Background: an optimization exercise with open tools, aiming at small area and a short achievable clock period. Do not read the settings as production practice.
The RTL was checked by simulation tests, not by an equivalence proof against the original design.

==> flow/design.v, too long to show whole: its modules and the start of the top module <==
// module fir_coeff_regs: 32 lines
// module fir_tap_line: 37 lines
// module fir_mac_tree: 6200 lines
// module fir_filter_top: 52 lines
module fir_filter_top #(
    parameter int DATA_WIDTH = 16                    
) (
    input  logic                               clk,
    input  logic                               rst_n,
    input  logic [DATA_WIDTH-1:0]              data_in,
    input  logic                               data_valid,
    output logic signed [DATA_WIDTH-1:0]       data_out,
    output logic                               data_out_valid,
    input  logic                               coeff_wr,
    input  logic                               coeff_preset,
    input  fir_pkg::fir_shape_e                coeff_preset_sel,
    input  logic [fir_pkg::FIR_ADDR_WIDTH-1:0] coeff_addr,
    input  fir_pkg::fir_coeff_t                coeff_wdata,
    output fir_pkg::fir_coeff_t                coeff_rdata
);
  // ...
==> flow/flow/run.sh <==
#!/bin/bash
# Standard layout, with one netlist pass between synthesis and floorplan:
# flow/fixinv.py flips full adders (FA(~a,~b,~c) = ~FA(a,b,c)) and XOR/XNOR types so that
# fewer inverters sit between the carry-save adder cells. Registers and ports are untouched.
set -euo pipefail
R=orfs/results/${FLOW_PLATFORM}/fir_filter_top/base
bash standard.sh synth > synth.log 2>&1
cp $R/1_2_yosys.v $R/1_2_yosys.std.v
python3 flow/fixinv.py $R/1_2_yosys.std.v $R/1_2_yosys.fix.v > fixinv.log 2>&1
cp $R/1_2_yosys.fix.v $R/1_2_yosys.v
rm -f $R/1_synth.odb $R/1_synth.sdc
bash standard.sh do-1_synth > synth_odb.log 2>&1
bash standard.sh finish > finish.log 2>&1
test -f out/final.def
==> flow/flow/fixinv.py <==
#!/usr/bin/env python3
"""Remove inverters around full-adder cells in a mapped sky130 netlist.

A full adder is self-dual: FA(~a, ~b, ~c) = (~sum, ~cout). So any full adder may be
"flipped": its inputs take the complement and its outputs then carry the complement. This
pass picks, by local search, which full adders to flip so that the fewest signals need an
inverted copy, then rewires the netlist: every pin that read a signal through inverters reads
the signal itself or one shared inverter of it. Registers and ports are untouched.

usage: fixinv.py IN.v OUT.v
"""
import re
import sys
from collections import defaultdict

src = open(sys.argv[1]).read()
mod_start = src.index('module ')
body_start = src.index(');', mod_start) + 2
end = src.rindex('endmodule')
header, body = src[:body_start], src[body_start:end]

inst_re = re.compile(r'^\s*(sky130_fd_sc_hd__\w+)\s+(\S+)\s*\((.*?)\);\s*$', re.S | re.M)
pin_re = re.compile(r'\.(\w+)\(\s*(.*?)\s*\)\s*(?:,|$)', re.S)

cells = []            # [type, name, {pin: net}, start, end]
for m in inst_re.finditer(body):
    pins = dict((p, n.strip()) for p, n in pin_re.findall(m.group(3)))
    cells.append([m.group(1), m.group(2), pins, m.start(), m.end()])

OUTPINS = {'X', 'Y', 'Q', 'Q_N', 'SUM', 'COUT', 'HI', 'LO'}
ports = set()
for m in re.finditer(r'^\s*(input|output|inout)\s+(?:\[[^\]]*\]\s*)?(\S+?)\s*;', body + header, re.M):
    ports.add(m.group(2))

def esc(net):
    return net + ' ' if net.startswith('\\') else net


def is_inv(t):
    return re.match(r'sky130_fd_sc_hd__(clk)?inv_\d+$', t) is not None

def is_fa(t):
    return re.match(r'sky130_fd_sc_hd__fa_\d+$', t) is not None


def is_x(t):
    return re.match(r'sky130_fd_sc_hd__x(n)?or2_\d+$', t) is not None

driver = {}
loads = defaultdict(list)     # net -> [(cell index, pin)]
for ci, (t, n, pins, _, _) in enumerate(cells):
    for p, net in pins.items():
        if p in OUTPINS:
            driver[net] = (ci, p)
        else:
            loads[net].append((ci, p))

def portnet(net):
    base = re.sub(r'\s*\[\d+\]$', '', net).lstrip('\\').strip()
    return base in ports or net.lstrip('\\').strip() in ports

# trace each load pin back through inverter chains: (source net, k inversions mod 2)
def is_buf(t):
    return re.match(r'sky130_fd_sc_hd__(clk)?buf_\d+$', t) is not None


def trace(net):
    k = 0
    seen = 0
    while net in driver and seen < 12:
        t = cells[driver[net][0]][0]
        if is_inv(t):
            k ^= 1
        elif not is_buf(t):
            break
        net = cells[driver[net][0]][2]['A']
        seen += 1
    return net, k

fa_idx = [ci for ci, c in enumerate(cells) if is_fa(c[0])]
x_idx = [ci for ci, c in enumerate(cells) if is_x(c[0])]
fa_of_net = {}
for ci in fa_idx:
    for p in ('SUM', 'COUT'):
        if p in cells[ci][2]:
            fa_of_net[cells[ci][2][p]] = ci
def xout(ci):
    return cells[ci][2]['X'] if 'X' in cells[ci][2] else cells[ci][2]['Y']


for ci in x_idx:
    fa_of_net[xout(ci)] = ci

# pins to manage: every non-inverter pin whose net is an inverter output (not a port) or an FA output
managed = []          # (ci, pin, src, k)
for ci, (t, n, pins, _, _) in enumerate(cells):
    if is_inv(t) or is_buf(t):
        continue
    for p, net in pins.items():
        if p in OUTPINS:
            continue
        s, k = trace(net)
        if k == 0 and s == net and s not in fa_of_net and not is_fa(t) and not is_x(t):
            continue
        managed.append((ci, p, s, k))

# keep any inverter whose output is a port, or that feeds something we do not manage
# (an inverter feeding an unmanaged pin stays exactly as it is)
flip = defaultdict(int)

def raw_need(ci, s, k):
    fs = flip[fa_of_net[s]] if s in fa_of_net else 0
    fc = flip[ci] if is_fa(cells[ci][0]) else 0
    return fs ^ k ^ fc


def need(ci, s, k):
    # an XOR/XNOR absorbs any input inversion by swapping to the other type
    if is_x(cells[ci][0]):
        return 0
    return raw_need(ci, s, k)

cnt = defaultdict(int)      # src -> number of managed pins needing its complement
by_cell = defaultdict(list)
by_src = defaultdict(list)
for mi, (ci, p, s, k) in enumerate(managed):
    by_cell[ci].append(mi)
    by_src[s].append(mi)
    if need(ci, s, k):
        cnt[s] += 1

def cost_of(srcs):
    return sum(1 for s in srcs if cnt[s] > 0)

def toggle(fi):
    aff = set(by_cell[fi]) if is_fa(cells[fi][0]) else set()
    for p in ('SUM', 'COUT', 'X', 'Y'):
        net = cells[fi][2].get(p)
        if net:
            aff.update(by_src[net])
    srcs = {managed[mi][2] for mi in aff}
    before = cost_of(srcs)
    for mi in aff:
        ci, p, s, k = managed[mi]
        if need(ci, s, k):
            cnt[s] -= 1
    flip[fi] ^= 1
    for mi in aff:
        ci, p, s, k = managed[mi]
        if need(ci, s, k):
            cnt[s] += 1
    return cost_of(srcs) - before

start_cost = sum(1 for s in cnt if cnt[s] > 0)
for it in range(20):
    improved = 0
    for fi in fa_idx + x_idx:
        d = toggle(fi)
        if d < 0:
            improved += 1
        elif d > 0:
            toggle(fi)
        # d == 0: keep (random walk on plateaus is fine)
    if not improved:
        break
# simulated annealing from the greedy result, keeping the best assignment
flippable = fa_idx + x_idx
import math
import random
rng = random.Random(1)
cur = sum(1 for s in cnt if cnt[s] > 0)
best, best_flip = cur, dict(flip)
moves = 60 * len(fa_idx)
for m in range(moves):
    temp = 1.5 * (1 - m / moves) + 0.01
    fi = flippable[rng.randrange(len(flippable))]
    d = toggle(fi)
    if d <= 0 or rng.random() < math.exp(-d / temp):
        cur += d
        if cur < best:
            best, best_flip = cur, dict(flip)
    else:
        toggle(fi)
# restore the best assignment
for fi in flippable:
    if flip[fi] != best_flip.get(fi, 0):
        toggle(fi)
for it in range(20):
    improved = 0
    for fi in fa_idx + x_idx:
        d = toggle(fi)
        if d < 0:
            improved += 1
        elif d > 0:
            toggle(fi)
    if not improved:
        break
end_cost = sum(1 for s in cnt if cnt[s] > 0)

# rewrite connections
existing_inv = {}
for ci, c in enumerate(cells):
    if is_inv(c[0]):
        existing_inv.setdefault(c[2]['A'], c[2]['Y'])
new_cells = []
newnets = []
inv_for = {}
def inv_net(s):
    if s in inv_for:
        return inv_for[s]
    nn = f'_fixinv_{len(inv_for)}_'
    inv_for[s] = nn
    newnets.append(nn)
    new_cells.append(f'  sky130_fd_sc_hd__inv_1 _fixinv_i{len(inv_for)}_ (\n    .A({esc(s)}),\n    .Y({nn})\n  );\n')
    return nn

xpar = defaultdict(int)
for ci, p, s, k in managed:
    if is_x(cells[ci][0]):
        xpar[ci] ^= raw_need(ci, s, k)
    cells[ci][2][p] = inv_net(s) if need(ci, s, k) else s
for ci in x_idx:
    if xpar[ci] ^ flip[ci]:
        t = cells[ci][0]
        pins = cells[ci][2]
        if 'xnor2' in t:
            cells[ci][0] = t.replace('xnor2', 'xor2')
            pins['X'] = pins.pop('Y')
        else:
            cells[ci][0] = t.replace('xor2', 'xnor2')
            pins['Y'] = pins.pop('X')

# drop inverters that no longer drive anything
used = defaultdict(int)
for ci, c in enumerate(cells):
    for p, net in c[2].items():
        if p not in OUTPINS:
            used[net] += 1
keep = []
removed = 0
for ci, c in enumerate(cells):
    if (is_inv(c[0]) and used[c[2]['Y']] == 0 and not portnet(c[2]['Y'])) or \
       (is_buf(c[0]) and used[c[2]['X']] == 0 and not portnet(c[2]['X'])):
        removed += 1
        continue
    keep.append(ci)
# iterate: removing inverters can orphan inverter chains
changed = True
while changed:
    changed = False
    used = defaultdict(int)
    for ci in keep:
        for p, net in cells[ci][2].items():
            if p not in OUTPINS:
                used[net] += 1
    nk = []
    for ci in keep:
        c = cells[ci]
        if (is_inv(c[0]) and used[c[2]['Y']] == 0 and not portnet(c[2]['Y'])) or \
           (is_buf(c[0]) and used[c[2]['X']] == 0 and not portnet(c[2]['X'])):
            removed += 1
            changed = True
            continue
        nk.append(ci)
    keep = nk

# Pin order: A, B and CIN of a full adder are interchangeable; CIN is the fastest input.
# Estimate arrival times with a rough per-cell delay and put each full adder's latest input
# on CIN.
def fa_pin_order():
    keepset = set(keep)
    drv = {}
    for ci in keep:
        for p, net in cells[ci][2].items():
            if p in OUTPINS:
                drv[net] = ci
    for nn in new_cells_info:
        drv[nn[1]] = ('inv', nn[0])
    arr = {}
    def cell_delay(t, p_in, p_out):
        if is_fa(t):
            d = 0.49 if p_in == 'CIN' else 0.53
            return d if p_out == 'SUM' else d - 0.06
        if 'ha_' in t:
            return 0.35
        if is_inv(t):
            return 0.08
        if is_buf(t):
            return 0.15
        return 0.2
    seq = re.compile(r'sky130_fd_sc_hd__(df|edf|sdf|dl)')
    import sys as _s
    _s.setrecursionlimit(100000)
    def at(net):
        if net in arr:
            return arr[net]
        arr[net] = 0.0
        d = drv.get(net)
        if d is None:
            return 0.0
        if isinstance(d, tuple):
            v = at(d[1]) + 0.08
        else:
            t, nm, pins, _, _ = cells[d]
            if seq.match(t):
                v = 0.45
            else:
                outp = [p for p, n in pins.items() if n == net and p in OUTPINS][0]
                v = max((at(n) + cell_delay(t, p, outp) for p, n in pins.items() if p not in OUTPINS), default=0.0)
        arr[net] = v
        return v
    swaps = 0
    for ci in keep:
        t, nm, pins, _, _ = cells[ci]
        if not is_fa(t):
            continue
        ins = [pins['A'], pins['B'], pins['CIN']]
        ts = [at(n) for n in ins]
        order = sorted(range(3), key=lambda i: ts[i])
        na, nb, nc = ins[order[0]], ins[order[1]], ins[order[2]]
        if nc != pins['CIN']:
            swaps += 1
        pins['A'], pins['B'], pins['CIN'] = na, nb, nc
    return swaps


new_cells_info = [(s, n) for s, n in inv_for.items()]
nswap = fa_pin_order()
sys.stderr.write(f'fixinv: moved the latest input of {nswap} full adders to CIN\n')

out = [header]
out.append(''.join(f'  wire {n};\n' for n in newnets))
# keep wire declarations and assigns from the body, then the cells
decls = [l for l in body.split('\n') if re.match(r'\s*(wire|input|output|inout|assign)\b', l)]
out.append('\n'.join(decls) + '\n')
for ci in keep:
    t, n, pins, _, _ = cells[ci]
    out.append(f'  {t} {n} (\n' + ',\n'.join(f'    .{p}({esc(net)})' for p, net in pins.items()) + '\n  );\n')
out.extend(new_cells)
out.append('endmodule\n')
open(sys.argv[2], 'w').write(''.join(out))
nflip = sum(flip[f] for f in fa_idx + x_idx)
sys.stderr.write(f'fixinv: {len(fa_idx)} full adders, {nflip} flipped; inverted copies {start_cost} -> {end_cost}; '
                 f'removed {removed} inverters, added {len(new_cells)}\n')
==> flow/standard.sh <==
#!/bin/bash
# synth_recipe.tcl (not shown) runs the flow's synth.tcl, then flattens the netlist and writes it again
# the make line also repeats each setting of config.mk as NAME=value (left out here)
make -C /OpenROAD-flow-scripts/flow DESIGN_CONFIG=/design/flow/config.mk WORK_HOME=/design/flow/orfs CLKGATE_MAP_FILE= SYNTH_SCRIPT=/design/flow/synth_recipe.tcl "${@:-finish}"
==> flow/config.mk <==
export PLATFORM = sky130hd
export DESIGN_NAME = fir_filter_top
export DESIGN_NICKNAME = fir_filter_top
export VERILOG_FILES = /design/flow/design.v
export SDC_FILE = /design/flow/constraint.sdc
export NUM_CORES = 4
export LEC_CHECK = 0
export ABC_AREA = 1
export CAP_MARGIN = 20
export CORE_MARGIN = 2
export CORE_UTILIZATION = 40
export SETUP_SLACK_MARGIN = 3.2
export SLEW_MARGIN = 20
==> flow/constraint.sdc <==
create_clock -name core_clock -period 7.5 [get_ports {clk}]
set_input_delay 1.5000 -clock core_clock [delete_from_list [all_inputs] [get_ports {clk}]]
set_output_delay 1.5000 -clock core_clock [all_outputs]
set_load 0.01 [all_outputs]
==> flow_metrics.tcl, run 1 <==
set metrics [dict create \
    cpPeakStageDelay_ns 0.41 \
    drc_errors 0 \
    reg2reg_from "u_coeff_regs.bank_n[117]$_DFFE_PN1P_" \
    whs_ns 0.3508 \
    fillers 13570 \
    top_layer_used "met5" \
    crit_required_ns 6.00 \
    seq_cell_count 534 \
    syn_area_sq_mm 0.05893 \
    numCtsBuffers 67 \
    drv_cap 0 \
    pin_count 74 \
    multi_input_comb_cells 4525 \
    drive_gt1_share_pct 11.52 \
    die_w_microns 387.8 \
    start_util_pct 40.39 \
    min-delay-start "u_tap_line.window_valid$_DFF_PN0_" \
    critical_path_depth 15 \
    die-area_sq_mm 0.1504 \
    multi_input_area_sq_mm 0.04502 \
    largest_reg_flops 192 \
    final_cell_area_sq_mm 0.06673 \
    crit_buf_inv 3 \
    run_status "finished clean" \
    r2r_slack_ns 3.14 \
    critPathCaptureType "output pin" \
    cpMostUsedCell "nand2_8" \
    tightest_slew_ns 1.218 \
    seq_area_sq_mm 0.01315 \
    area_growth_pct 13.23 \
    worst_slack_ns 3.125 \
    via_count 52250 \
]
==> run 2, diff against run 1 <==
--- a/flow/design.v
+++ b/flow/design.v
@@ -6254,37 +6254,50 @@
         if (!rst_n) prod_valid <= 1'b0;
         else        prod_valid <= window_valid;
     end
     logic [34:0] row_a, row_b;
     assign row_a = {1'b1, r2142, s2371, s2341, s2369, k2396, s2395, k2394, s2393, k2392, k2390, k2388, k2386, k2384, k2382, k2380, k2378, k2376, s2375, k2374, s2373, k2346, s2345, s2307, s2343, k2304, s2303, k2240, s2239, k2144, s2143, r1969, r1968, r1967, r1965};
     assign row_b = {1'b0, k2372, 1'b0, k2370, 1'b0, s2339, 1'b0, s2367, 1'b0, s2365, s2391, s2389, s2387, s2385, s2383, s2381, s2379, s2377, 1'b0, s2349, 1'b0, s2347, 1'b0, k2344, 1'b0, s2305, 1'b0, s2241, 1'b0, s2145, 1'b0, r1970, 1'b0, 1'b0, r1966};
     logic [16:0] lo_sum;
     assign lo_sum = {1'b0, row_a[15:0]} + {1'b0, row_b[15:0]};
-    logic [18:0] hi_a_q, hi_b_q;
+    logic [18:0] hi_p_q, hi_g_q;
     logic        lo_c_q;
     always_ff @(posedge clk or negedge rst_n) begin
         if (!rst_n) begin
-            hi_a_q         <= '0;
-            hi_b_q         <= '0;
+            hi_p_q         <= '0;
+            hi_g_q         <= '0;
             lo_c_q         <= 1'b0;
             data_out_valid <= 1'b0;
         end else begin
             data_out_valid <= prod_valid;
             if (prod_valid) begin
-                hi_a_q <= row_a[34:16];
-                hi_b_q <= row_b[34:16];
+                hi_p_q <= row_a[34:16] ^ row_b[34:16];
+                hi_g_q <= row_a[34:16] & row_b[34:16];
                 lo_c_q <= lo_sum[16];
             end
         end
     end
-    logic [19:0] sum_hi2;
+    logic [19:0] pg_g [0:5];
+    logic [19:0] pg_p [0:5];
+    assign pg_g[0] = {hi_g_q, lo_c_q};
+    assign pg_p[0] = {hi_p_q, 1'b0};
+    for (genvar l = 0; l < 5; l++) begin : g_ks
+        for (genvar i = 0; i < 20; i++) begin : g_bit
+            if (i >= (1 << l)) begin : g_merge
+                assign pg_g[l+1][i] = pg_g[l][i] | (pg_p[l][i] & pg_g[l][i - (1 << l)]);
+                assign pg_p[l+1][i] = pg_p[l][i] & pg_p[l][i - (1 << l)];
+            end else begin : g_pass
+                assign pg_g[l+1][i] = pg_g[l][i];
+                assign pg_p[l+1][i] = pg_p[l][i];
+            end
+        end
+    end
     logic [18:0] sum_hi;
-    assign sum_hi2 = {hi_a_q, lo_c_q} + {hi_b_q, lo_c_q};
-    assign sum_hi  = sum_hi2[19:1];
+    assign sum_hi = hi_p_q ^ pg_g[5][18:0];
     always_comb begin
         if (sum_hi[18:15] == 4'b0000 || sum_hi[18:15] == 4'b1111)
             data_out = sum_hi[15:0];
         else if (sum_hi[18])
             data_out = 16'h8000;
         else
             data_out = 16'h7FFF;
     end
==> run 2 against run 1 <==
Effect of this change:
- sequential share of layout area rose by 0.22 points
- first-iteration DRC count fell by 4.6%
- global-route usage shrank 0.17 points
- critical path depth shrank 7
- worst hold slack worse by 0.0026 ns
- synthesized cell count unchanged
- critical path type is now reg2reg
- largest cell class unchanged
==> flow_metrics.tcl, run 2 <==
set metrics [dict create \
    run_status "finished clean" \
    fin_tns_setup_ns 0 \
    crit_family "adder cells" \
    cpPeakStageDelay_ns 0.94 \
    routed-wl-met3_microns 44390 \
    drc_errors 0 \
    path_max_fanout 18 \
    routabilityCongestion 1.027 \
    top_regs "u_tap_line.line_q x192, u_coeff_regs.bank_n x128, u_mac_tree.hi_p_q x19" \
    setup_violations 0 \
    finalCritPeriodShare_pct 57.94 \
    clock-root-buffer "clkbuf_16" \
    worst_slack_ns 3.154 \
    clk_pin_slew_ns 0.06 \
    die_h_microns 388.0 \
    crit_buf_inv 1 \
    clock_latency_ns 0.75 \
    area_growth_pct 12.23 \
    hold_class "reg2reg" \
    crit_slowest_cell "dfstp_2" \
    numCtsBuffers 68 \
    critical_path_class "reg2reg" \
    start_util_pct 40.38 \
    syn_area_sq_mm 0.05899 \
    die-area_sq_mm 0.1506 \
    synth_nets 6719 \
    max_slew_margin_pct 18.19 \
    first_iter_violations 7460 \
    portBuffers 73 \
    worstSetupStartpointType "flip-flop" \
    grt_pass1_wl_microns 389900 \
    num_rows 140 \
    final_cell_area_sq_mm 0.06620 \
    drive_gt1_share_pct 10.44 \
    top_register "u_tap_line.line_q" \
    cts_tree "done" \
    overflow 0 \
    crit_chain "o22ai_1 > xnor2_1 > fa_1 > fa_1 > fa_1 > fa_1 > fa_1 > inv_1" \
    final_cell_mix "1096 x fa_1, 965 x o22ai_1, 577 x xnor2_1, 496 x inv_1, 458 x xor2_1" \
    fillers 14020 \
    largest_reg_flops 192 \
    via_count 51280 \
    place_area_sq_mm 0.06280 \
    finClkSkew_ns 0.07590 \
    top_layer_used "met5" \
    fin_crit_ns 4.346 \
    m1WireLength_microns 100400 \
    clock_sinks 534 \
    grt.total_usage_pct 36.28 \
    cts-hold-fix-buffers 0 \
    cp.arrival_ns 4.95 \
    grt_antenna_before_repair 11 \
    cpMostUsedCell "fa_1" \
    synth_warnings 5 \
    crit_required_ns 8.11 \
    place_ws_ns 1.708 \
    avgSynthCellArea_sq_um 10.65 \
    synthCells 5541 \
    hold_viol 0 \
    dp_hpwl_microns 204700 \
    antenna_left 0 \
    rsz0062_at_grt "yes" \
    avgRoutedWirePerCell_microns 35.36 \
    layout_commonest_cell "fa_1" \
    first_global_vias 52190 \
    slew_viol_final 0 \
    fmax_ghz 0.2301 \
    wl_met2_microns 114900 \
    h-tree-depth 3 \
    drtPass1Iterations 8 \
    grt_max_degree 147 \
    pin_count 74 \
    drv_cap 0 \
    whs_ns 0.3482 \
    core-area_sq_mm 0.1461 \
    cts_buffer_depth 3 \
    tightest_slew_ns 1.227 \
    nets 6993 \
    critPathCaptureType "flip-flop" \
    die_w_microns 388.0 \
    viasPerCell 6.583 \
    drt_wl_total_microns 275500 \
]
==> run 2: path summary, 6_finish.rpt <==
path / startpoint / end / slack, ns / cells past startpoint
worst max register to register: u_tap_line.line_q[13]$_DFFE_PN1P_ / u_mac_tree.r2105$_DFF_P_ / 3.15 / 8
worst min register to register: u_tap_line.window_valid$_DFF_PN0_ / u_mac_tree.prod_valid$_DFF_PN0_ / 0.35 / 0
min in group asynchronous: rst_n / u_mac_tree.data_out_valid$_DFF_PN0_ / 0.78 / 1
max in group asynchronous: rst_n / u_tap_line.line_q[11]$_DFFE_PN0P_ / 5.15 / 2
worst min-delay path: u_tap_line.window_valid$_DFF_PN0_ / u_mac_tree.prod_valid$_DFF_PN0_ / 0.35 / 0
worst max-delay path: u_tap_line.line_q[13]$_DFFE_PN1P_ / u_mac_tree.r2105$_DFF_P_ / 3.15 / 8
==> run 2: cell type report <==
| cell class | instances | area [sq um] | share of cell area, % |
|---|---|---|---|
| multi-input cells | 4505 | 44510 | 67.23 |
| flip-flops and latches | 534 | 13190 | 19.92 |
| well taps | 1917 | 2399 | 3.623 |
| inverters | 504 | 1917 | 2.895 |
| clock buffers | 89 | 1912 | 2.888 |
| repair buffers | 200 | 1793 | 2.708 |
| clock inverters | 37 | 462.9 | 0.6993 |
| repair inverters | 2 | 15.01 | 0.02268 |
| diodes | 2 | 5.005 | 0.007560 |
==> run 2: repair_timing <==
action,in CTS,in global routing
buffers inserted,22,18
pin swaps,15,13
resized for setup,134,146
setup endpoints to repair,206,173
gates cloned,6,1
==> run 2: routing by layer <==
metal	track usage (%)	up-vias
li1	-	19880
met1	45.19	25880
met2	52.67	4332
met3	17.63	1178
met4	16.92	12
met5	0.5104	-
==> run 2: stage by stage <==
| step | std cells | util [%] |
|---|---|---|
| floorplan | 5541 | - |
| global placement | 7615 | 42.99 |
| detailed placement | 7615 | 42.99 |
| CTS | 7769 | 44.98 |
| global route | 7788 | 45.31 |
| finish | 7790 | 45.32 |
==> run 3, diff against run 2 <==
--- a/flow/config.mk
+++ b/flow/config.mk
@@ -9,5 +9,7 @@
 export CAP_MARGIN = 20
 export CORE_MARGIN = 2
 export CORE_UTILIZATION = 40
+export CTS_CLUSTER_DIAMETER = 100
+export CTS_CLUSTER_SIZE = 16
 export SETUP_SLACK_MARGIN = 3.2
 export SLEW_MARGIN = 20
==> run 3 against run 2 <==
Effect of this change:
- still clean on timing, DRC and antenna
- core utilization decreased by 0.69 points
- critical path type is now in2reg
- count of clock-buffer cells in the layout decreased by 22
- die area unchanged
==> flow_metrics.tcl, run 3 <==
set metrics [dict create \
    run_status "finished clean" \
    largest_reg_flops 192 \
    finalCritPeriodShare_pct 57.89 \
    grt_antenna_before_repair 11 \
    setup_violations 0 \
    avgRoutedWirePerCell_microns 35.68 \
    clock-root-buffer "clkbuf_16" \
    endpoint "u_coeff_regs.bank_n[54]$_DFFE_PN1P_" \
    avgSynthCellArea_sq_um 10.65 \
    r2r-end "u_mac_tree.r2029$_DFF_P_" \
    finClkSkew_ns 0.03739 \
    drt_wl_total_microns 276200 \
    rsz0062_at_grt "yes" \
    start_util_pct 40.38 \
    h-tree-depth 2 \
    r2r_slack_ns 3.18 \
    layout_commonest_cell "fa_1" \
    utilization_pct 44.63 \
    nets 6965 \
    path_max_fanout 26 \
    fmax_ghz 0.2303 \
    antenna_left 0 \
    fillers 14100 \
    critPathCaptureType "flip-flop" \
    synth_warnings 5 \
    critical_path_class "in2reg" \
    top_register "u_tap_line.line_q" \
    cts-hold-fix-buffers 0 \
    via_count 51170 \
    viasPerCell 6.610 \
    clock_latency_ns 0.69 \
    grt.total_usage_pct 36.16 \
    cp.arrival_ns 4.95 \
    drc_errors 0 \
    final_cell_mix "1097 x fa_1, 965 x o22ai_1, 577 x xnor2_1, 498 x inv_1, 458 x xor2_1" \
    numCtsBuffers 45 \
    routabilityCongestion 1.027 \
    hold_viol 0 \
    portBuffers 73 \
    die_w_microns 388.0 \
    synth_nets 6719 \
    core-area_sq_mm 0.1461 \
    synthCells 5541 \
    crit_required_ns 8.11 \
    cts_buffer_depth 3 \
    overflow 0 \
    first_global_vias 52140 \
    tightest_slew_ns 1.231 \
    drtPass1Iterations 9 \
    cp-startpoint "coeff_addr[0]" \
    reg2reg_from "u_tap_line.line_q[49]$_DFFE_PN1P_" \
    clk_pin_slew_ns 0.08 \
    grt_pass1_wl_microns 389400 \
    clock_sinks 534 \
    worstSetupStartpointType "input port" \
    syn_area_sq_mm 0.05899 \
    first_iter_violations 7497 \
    cts_tree "done" \
    drv_cap 0 \
    drive_gt1_share_pct 9.450 \
    num_rows 140 \
    fin_tns_setup_ns 0 \
    top_regs "u_tap_line.line_q x192, u_coeff_regs.bank_n x128, u_mac_tree.hi_p_q x19" \
    hold_class "reg2reg" \
    grt_max_degree 147 \
    die-area_sq_mm 0.1506 \
    die_h_microns 388.0 \
    max_slew_margin_pct 17.91 \
    slew_viol_final 0 \
    r2r_cells 7 \
    fin_crit_ns 4.342 \
    area_growth_pct 10.53 \
    dp_hpwl_microns 204700 \
    pin_count 74 \
]
==> run 3: cell types whose count changed in the layout (fill, tap and decap cells not counted), sizes merged, moves of 5 or more <==
cell and delta:
clkinv -17, buf -12, clkbuf -19, dlygate4sd2 +5
==> run 3: cell type report <==
class / count / area [sq um] / share of cell area, %
multi-input combinational: 4506 / 44510 / 68.27
clock inverter: 13 / 172.7 / 0.2648
timing repair inverter: 3 / 20.02 / 0.03071
inverter: 504 / 1913 / 2.934
tap: 1917 / 2399 / 3.679
antenna: 4 / 10.01 / 0.01535
timing repair buffer: 193 / 1764 / 2.706
clock buffer: 67 / 1230 / 1.887
sequential: 534 / 13180 / 20.21
==> run 3: metal layers <==
metal  part of all wire, %  up-vias  global-route usage [%]
li1                      -    19790                       -
met1                    36    25840                   45.15
met2                    42     4344                   52.35
met3                    16     1182                   17.56
met4                   5.8       16                   16.89
met5                 0.075        -                  0.5104
==> run 3: how the worst min path moves through the flow <==
stage | slack (ns) | depth (start not counted) | startpoint | to
3_5_place_dp | 0.34 | 0 | u_tap_line.window_valid$_DFF_PN0_ | u_mac_tree.prod_valid$_DFF_PN0_
6_report | 0.35 | 0 | u_tap_line.window_valid$_DFF_PN0_ | u_mac_tree.prod_valid$_DFF_PN0_
2_1_floorplan | 0.33 | 0 | u_tap_line.window_valid$_DFF_PN0_ | u_mac_tree.prod_valid$_DFF_PN0_
4_1_cts | 0.35 | 0 | u_tap_line.window_valid$_DFF_PN0_ | u_mac_tree.prod_valid$_DFF_PN0_
5_1_grt | 0.37 | 0 | u_tap_line.window_valid$_DFF_PN0_ | u_mac_tree.prod_valid$_DFF_PN0_
3_3_place_gp | 0.33 | 0 | u_tap_line.window_valid$_DFF_PN0_ | u_mac_tree.prod_valid$_DFF_PN0_
==> run 3: metrics by stage <==
stage / hold slack [ns] / area [sq um] / std cells / worst slack, ns
after floorplan: 0.3312 / 59000 / 5541 / 3.270
after global placement: 0.3325 / 62800 / 7615 / 1.678
after detailed placement: 0.3362 / 62800 / 7615 / 1.708
after CTS: 0.3536 / 64590 / 7719 / 3.107
after global routing: 0.3732 / 65190 / 7737 / 3.173
final: 0.3529 / 65200 / 7741 / 3.158
==> run 3: what timing repair did <==
item	CTS	global route
gates resized for setup	96	167
pin swaps	10	15
gates cloned	6	3
buffers inserted	18	15
setup endpoints to repair	201	102
==> run 3: critical path: stages <==
cell,delay [ns]
buf_16,0.15
clkinvlp_4,0.11
buf_4,0.16
buf_8,0.17
ha_1,0.21
ha_1,0.46
inv_1,0.35
nor2_4,0.34
inv_1,0.29
nor2_2,0.88
a221o_1,0.31
==> run 4, diff against run 3 <==
--- a/flow/config.mk
+++ b/flow/config.mk
@@ -9,7 +9,7 @@
 export CAP_MARGIN = 20
 export CORE_MARGIN = 2
 export CORE_UTILIZATION = 40
-export CTS_CLUSTER_DIAMETER = 100
-export CTS_CLUSTER_SIZE = 16
+export CTS_CLUSTER_DIAMETER = 120
+export CTS_CLUSTER_SIZE = 20
 export SETUP_SLACK_MARGIN = 3.2
 export SLEW_MARGIN = 20
==> run 4 against run 3 <==
Effect of this change:
- register-to-register slack lost 0.02 ns
- global-route usage is essentially flat
- clock skew grew 0.0027 ns
- critical path type is now reg2reg
==> flow_metrics.tcl, run 4 <==
set metrics [dict create \
    avgRoutedWirePerCell_microns 35.75 \
    die_h_microns 388.0 \
    grt_antenna_before_repair 12 \
    tightest_slew_ns 1.228 \
    synth_nets 6719 \
    slew_viol_final 0 \
    via_count 51300 \
    first_global_vias 51990 \
    synth_warnings 5 \
    h-tree-depth 2 \
    clock_sinks 534 \
    drv_cap 0 \
    grt_max_degree 147 \
    drive_gt1_share_pct 8.933 \
    nets 6950 \
    hold_class "reg2reg" \
    numCtsBuffers 36 \
    overflow 0 \
    die_w_microns 388.0 \
    run_status "finished clean" \
    r2r_slack_ns 3.16 \
    synthCells 5541 \
    rsz0062_at_grt "yes" \
    drc_errors 0 \
    fin_tns_setup_ns 0 \
    path_max_fanout 10 \
    r2r-end "u_mac_tree.r2066$_DFF_P_" \
    critical_path_class "reg2reg" \
    r2r_cells 10 \
    critPathCaptureType "flip-flop" \
    finClkSkew_ns 0.04011 \
    routabilityCongestion 1.027 \
    clk_pin_slew_ns 0.09 \
    die-area_sq_mm 0.1506 \
    drt_wl_total_microns 276000 \
    area_growth_pct 9.952 \
    reg2reg_from "u_coeff_regs.bank_n[125]$_DFFE_PN1P_" \
    avgSynthCellArea_sq_um 10.65 \
    syn_area_sq_mm 0.05899 \
    fin_crit_ns 4.342 \
    worstSetupStartpointType "flip-flop" \
    drtPass1Iterations 8 \
    pin_count 74 \
    portBuffers 73 \
    grt_pass1_wl_microns 388800 \
    min_to "u_mac_tree.prod_valid$_DFF_PN0_" \
    layout.cells.non_filler 7722 \
    core-area_sq_mm 0.1461 \
    largest_reg_flops 192 \
    clock_latency_ns 0.66 \
    top_regs "u_tap_line.line_q x192, u_coeff_regs.bank_n x128, u_mac_tree.hi_p_q x19" \
    first_iter_violations 7719 \
    antenna_left 0 \
    min-delay-start "u_tap_line.window_valid$_DFF_PN0_" \
    viasPerCell 6.643 \
    cts-hold-fix-buffers 0 \
    cp.arrival_ns 4.90 \
    placed_cells 7615 \
    hold_viol 0 \
    start_util_pct 40.38 \
    setup_violations 0 \
    cts_tree "done" \
    fmax_ghz 0.2303 \
    whs_path_depth 0 \
    clock-root-buffer "clkbuf_16" \
    dp_hpwl_microns 204700 \
    num_rows 140 \
    crit_required_ns 8.06 \
    max_slew_margin_pct 18.11 \
    layout_commonest_cell "fa_1" \
    final_cell_mix "1096 x fa_1, 965 x o22ai_1, 577 x xnor2_1, 498 x inv_1, 458 x xor2_1" \
    finalCritPeriodShare_pct 57.90 \
    cts_buffer_depth 3 \
    grt.total_usage_pct 36.12 \
    top_register "u_tap_line.line_q" \
]
==> run 4: how the worst max path moves through the flow <==
stage,slack (ns),end,start,cells after the start
global route,3.05,data_out[12],u_mac_tree.lo_c_q$_DFFE_PN0P_,16
CTS,3.11,coeff_rdata[12],coeff_addr[0],8
detailed placement,1.71,u_coeff_regs.bank_n[18]$_DFFE_PN1P_,coeff_addr[0],9
global placement,1.68,u_coeff_regs.bank_n[23]$_DFFE_PN1P_,coeff_addr[0],9
finish,3.16,u_mac_tree.r2066$_DFF_P_,u_coeff_regs.bank_n[125]$_DFFE_PN1P_,10
floorplan,3.27,u_coeff_regs.bank_n[107]$_DFFE_PN0P_,coeff_addr[0],12
==> run 4: metrics by stage <==
stage	setup slack [ns]	hold WS, ns	area, sq um	util [%]
after floorplan	3.270	0.3312	59000	-
after global placement	1.678	0.3325	62800	42.99
after detailed placement	1.708	0.3362	62800	42.99
after CTS	3.107	0.3560	64350	44.05
after global routing	3.054	0.3747	64840	44.39
final	3.158	0.3551	64860	44.40
==> run 4: layout make-up <==
class	count	area (sq um)
repair buffers	187	1698
clock buffers	52	960.9
inverters	504	1913
clock inverters	13	173.9
well taps	1917	2399
fillers	14130	81230
diodes	6	15.01
multi-input cells	4506	44480
repair inverters	3	20.02
flip-flops and latches	534	13200
==> run 4: critical path: stages (launching register included) <==
cell     delay [ns]
dfstp_2        0.93
buf_4          0.33
o22ai_1        0.10
xor2_1         0.22
fa_1           0.56
inv_1          0.05
fa_1           0.42
fa_1           0.48
fa_1           0.52
fa_1           0.56
inv_1          0.03
==> run 4: timing repair <==
item / CTS / global route
pin swaps: 9 / 12
endpoints found under the hold margin: 0 / 0
resized for setup: 99 / 156
setup buffers: 20 / 7
gates cloned: 6 / 3
endpoints found under the setup margin: 202 / 114
==> run 4: routing by layer <==
layer  wire length [microns]  vias to the layer above  GRT usage, %
met1                   99850                    25930         45.29
met4                   16290                       14         16.96
met2                  114600                     4413         52.28
met3                   45080                     1183         17.22
li1                        -                    19760             -
met5                     187                        -        0.5104

-- afterwards: timing with drivers on the ports --
The flow's constraints put no driver on any port. The routed layouts listed below were extracted and timed again, unchanged, in two steps.
Step 1 sets driving cells, clkbuf_16 on the clock port and buf_2 on the other inputs (assumed; they add their load-dependent delay and slew).
Step 2, shift: input delay + t, output delay - t, t = (earliest + latest rising clock arrival at the registers) / 2. This alone moves slack from input paths to output paths.
a / b / c = ideal ports / drivers / drivers and shift; a / b = the first two.
run	t (ns)	setup WS [ns]	worst hold slack (ns)	cell pins on the clock port's net
run 1	0.781	3.125 / 3.045 / 2.647	0.351 / 0.351 / 0.351	1
run 2	0.804	3.154 / 3.115 / 2.459	0.348 / 0.348 / 0.348	1
run 3	0.756	3.158 / 3.102 / 2.357	0.353 / 0.353 / 0.353	1
run 4	0.732	3.158 / 3.079 / 2.427	0.355 / 0.355 / 0.355	1
After both steps every run listed still meets setup and hold. The setup slack of run 3, which loses most, moves by -0.056 ns with the drivers and by -0.801 ns with both steps.
